Background: an optimization exercise with open tools, aiming at small area. Do not read the settings as production practice. Function was checked by simulation only, so behaviour that the tests miss may differ from the original. Power and IR drop assume default switching activity.

==> v12: inputs <==
## dot_product_top
module dot_product_top (
    input  logic        clk,
    input  logic        reset,
    input  logic        up_valid,
    input  logic        up_last,
    input  logic [63:0] up_data,
    input  logic [63:0] up_weight,
    output logic        dn_valid,
    output logic [15:0] dn_data
);
    wire one0;
    wire two1;
    wire p2;
    wire p3;
    wire p4;
    wire p5;
    wire p6;
    wire p7;
    wire p8;
    wire p9;
    wire p10;
    wire p11;
    wire p12;
    wire p13;
    wire p14;
    wire p15;
    wire p16;
    wire p17;
    wire p18;
    wire one19;
    wire two20;
    wire p21;
    wire p22;
    wire p23;
    wire p24;
    wire p25;
    wire p26;
    wire p27;
    wire p28;
    wire p29;
    wire p30;
    wire p31;
    wire p32;
    wire p33;
    wire p34;
    wire p35;
    wire p36;
    wire p37;
    wire one38;
    wire two39;
    wire p40;
    wire p41;
    wire p42;
    wire p43;
    wire p44;
    wire p45;
    wire p46;
    wire p47;
    wire p48;
    wire p49;
    wire p50;
    wire p51;
    wire p52;
    wire p53;
    wire p54;
    wire p55;
    wire p56;
    wire one57;
    wire two58;
    wire p59;
    wire p60;
    wire p61;
    wire p62;
    wire p63;
    wire p64;
    wire p65;
    wire p66;
    wire p67;
    wire p68;
    wire p69;
    wire p70;
    wire p71;
    wire p72;
    wire p73;
    wire p74;
    wire p75;
    wire one76;
    wire two77;
    wire p78;
    wire p79;
    wire p80;
    wire p81;
    wire p82;
    wire p83;
    wire p84;
    wire p85;
    wire p86;
    wire p87;
    wire p88;
    wire p89;
    wire p90;
    wire p91;
    wire p92;
    wire p93;
    wire one94;
    wire two95;
    wire p96;
    wire p97;
    wire p98;
    wire p99;
    wire p100;
  ...
==> flow/config.mk <==
export PLATFORM = sky130hd
export DESIGN_NAME = dot_product_top
export DESIGN_NICKNAME = dot_product_top
export VERILOG_FILES = /design/flow/design.v
export SDC_FILE = /design/flow/constraint.sdc
export NUM_CORES = 4
export LEC_CHECK = 0
export ABC_AREA = 1
export CAP_MARGIN = 20
export CORE_MARGIN = 2
export CORE_UTILIZATION = 40
export GPL_TIMING_DRIVEN = 0
export SETUP_SLACK_MARGIN = 0.1
export SLEW_MARGIN = 20
export SYNTH_HIERARCHICAL = 1
export SYNTH_MINIMUM_KEEP_SIZE = 0
==> flow/constraint.sdc <==
create_clock -name core_clock -period 6.0 [get_ports {clk}]
set_input_delay 1.2000 -clock core_clock [delete_from_list [all_inputs] [get_ports {clk}]]
set_output_delay 1.2000 -clock core_clock [all_outputs]
set_load 0.01 [all_outputs]
standard.sh (not shown) runs the stock make flow with config.mk's settings and CLKGATE_MAP_FILE= SYNTH_SCRIPT=/design/flow/synth_recipe.tcl, a recipe that flattens the netlist after the stock synthesis.
==> flow/flow/run.sh <==
#!/bin/bash
# The standard layout with these changes: synthesis as standard, then every
# combinational cell set to its smallest size (the placer's and router's
# repair steps size up what timing needs); the buffers synthesis inserted are
# removed at floorplan; the port buffers are the smallest plain buffer; and
# non-critical gates are downsized after global routing.
set -euo pipefail
export BUFFER_PORTS_ARGS="-buffer_cell sky130_fd_sc_hd__buf_1"
export REMOVE_ABC_BUFFERS=1
export RECOVER_POWER=100
bash standard.sh synth > synth.log 2>&1
SYNTH_ODB=orfs/results/$FLOW_PLATFORM/dot_product_top/base/1_synth.odb openroad -no_init -exit flow/downsize.tcl > downsize.log 2>&1
bash standard.sh > standard.log 2>&1
==> flow/flow/downsize.tcl <==
# Set every combinational cell of the synthesized netlist to its smallest
# drive strength; the layout's own repair steps size up what timing needs.
set odb $::env(SYNTH_ODB)
read_db $odb
set db [ord::get_db]
set block [ord::get_db_block]
set n 0
foreach inst [$block getInsts] {
  set m [[$inst getMaster] getName]
  if { ![regexp {^(sky130_fd_sc_hd__)([a-z0-9]+)_([0-9]+)$} $m -> pfx base drive] } { continue }
  if { [regexp {^(df|edf|sdf|dl|conb|tap|fill|decap|clk)} $base] } { continue }
  if { $drive <= 1 } { continue }
  foreach d {1 0} {
    set t [$db findMaster "${pfx}${base}_${d}"]
    if { $t != "NULL" } {
      $inst swapMaster $t
      incr n
      break
    }
  }
}
puts "downsized $n instances"
write_db $odb
==> v15 (differences from v12) <==
==> flow/flow/run.sh (replaced) <==
#!/bin/bash
# The standard layout with three changes: the port buffers are the smallest
# plain buffer, the buffers that synthesis inserted are removed at floorplan
# (the placer's repair inserts what timing and slew need), and non-critical
# gates are downsized after global routing.
set -euo pipefail
export BUFFER_PORTS_ARGS="-buffer_cell sky130_fd_sc_hd__buf_1"
export REMOVE_ABC_BUFFERS=1
export RECOVER_POWER=100
bash standard.sh > standard.log 2>&1
Settings changed: CORE_UTILIZATION 40 to 60, CTS_BUF_LIST from default to sky130_fd_sc_hd__clkbuf_8, SETUP_SLACK_MARGIN 0.1 to default.
removed: flow/flow/downsize.tcl
==> v13 (differences from v12) <==
Settings changed: CORE_UTILIZATION 40 to 60, CTS_BUF_LIST from default to sky130_fd_sc_hd__clkbuf_4 sky130_fd_sc_hd__clkbuf_8, CTS_CLUSTER_SIZE from default to 30, SETUP_SLACK_MARGIN 0.1 to 0.05.
==> comparison table <==
quantity                                                                               v13                        v15                         v12
Result of the run                                                 timing/DRC/antenna clean   timing/DRC/antenna clean    timing/DRC/antenna clean
Total track usage                                                                    0.399                      0.386                       0.281
Logic pwr share                                                                      0.890                      0.894                       0.888
Routed WL per cell                                                                 26.8 um                    27.7 um                     26.7 um
Net Sw Frac                                                                          0.528                      0.529                       0.530
Routed via count divided by cell count                                                6.49                       6.49                        6.03
First element of the critical path                                            up_weight[1]              up_weight[25]               up_weight[45]
Cells after DPL                                                                       2547                       2560                        2771
Insertion delay of the later-clocked pin in the worst-skew pair                    0.36 ns                    0.35 ns                     0.33 ns
IR drop worst, VDD                                                                0.724 mV                   0.656 mV                    0.872 mV
Place WS                                                                         -0.904 ns                  -0.809 ns                    -1.12 ns
P&R area growth vs syn                                                               4.41%                      1.95%                       7.01%
Placed cell areas                                                                20900 um2                  21900 um2                   21200 um2
Routed length on met1                                                             25300 um                   28300 um                    29900 um
Placer's final routability congestion estimate                                        1.02                      0.997                       0.999
Data arrival time of the critical path                                             6.11 ns                    6.05 ns                     6.13 ns
Final worst slack                                                                 0.114 ns                   0.138 ns                    0.106 ns
Root Buffer Master                                               sky130_fd_sc_hd__clkbuf_8  sky130_fd_sc_hd__clkbuf_8  sky130_fd_sc_hd__clkbuf_16
Met2 layer wire length in the routed design                                       31000 um                   33200 um                    34900 um
Capture point of the worst path                                              r11_2$_DFF_P_              r14_1$_DFF_P_               r14_1$_DFF_P_
Vias in the first global route                                                       16900                      16800                       17100
Critical Path Stages                                                                    14                         12                          11

-- static timing again, ports no longer ideal --
The results above use ideal ports. As a check the final layouts listed here were re-extracted and re-timed, cells and wires unchanged. Step 1 (the two cells are an assumption about what drives the block):
set clk [get_ports {clk}]
set_driving_cell -lib_cell sky130_fd_sc_hd__clkbuf_16 $clk
set_driving_cell -lib_cell sky130_fd_sc_hd__buf_2 [delete_from_list [all_inputs] $clk]
Step 2 adds t to the input delays and takes it off the output delays; t is the mean of the earliest and latest rising clock arrival at the registers after step 1. Input paths then give back, and output paths get back, about the clock's delay inside the block. a / b / c = ideal / step 1 / step 2; a / b = the first two.
run | t (ns) | setup WS [ns] | slew at the worst register clock pin (ns)
v12 | 0.365 | 0.106 / 0.115 / -0.251 | 0.06 / 0.06
v15 | 0.379 | 0.138 / 0.153 / -0.226 | 0.08 / 0.08
v13 | 0.383 | 0.114 / 0.123 / -0.259 | 0.08 / 0.08
Met with ideal ports but missed after step 2: setup timing in every run listed. For v13, which loses most, drivers alone change the setup slack by +0.009 ns; drivers and shift together by -0.373 ns.
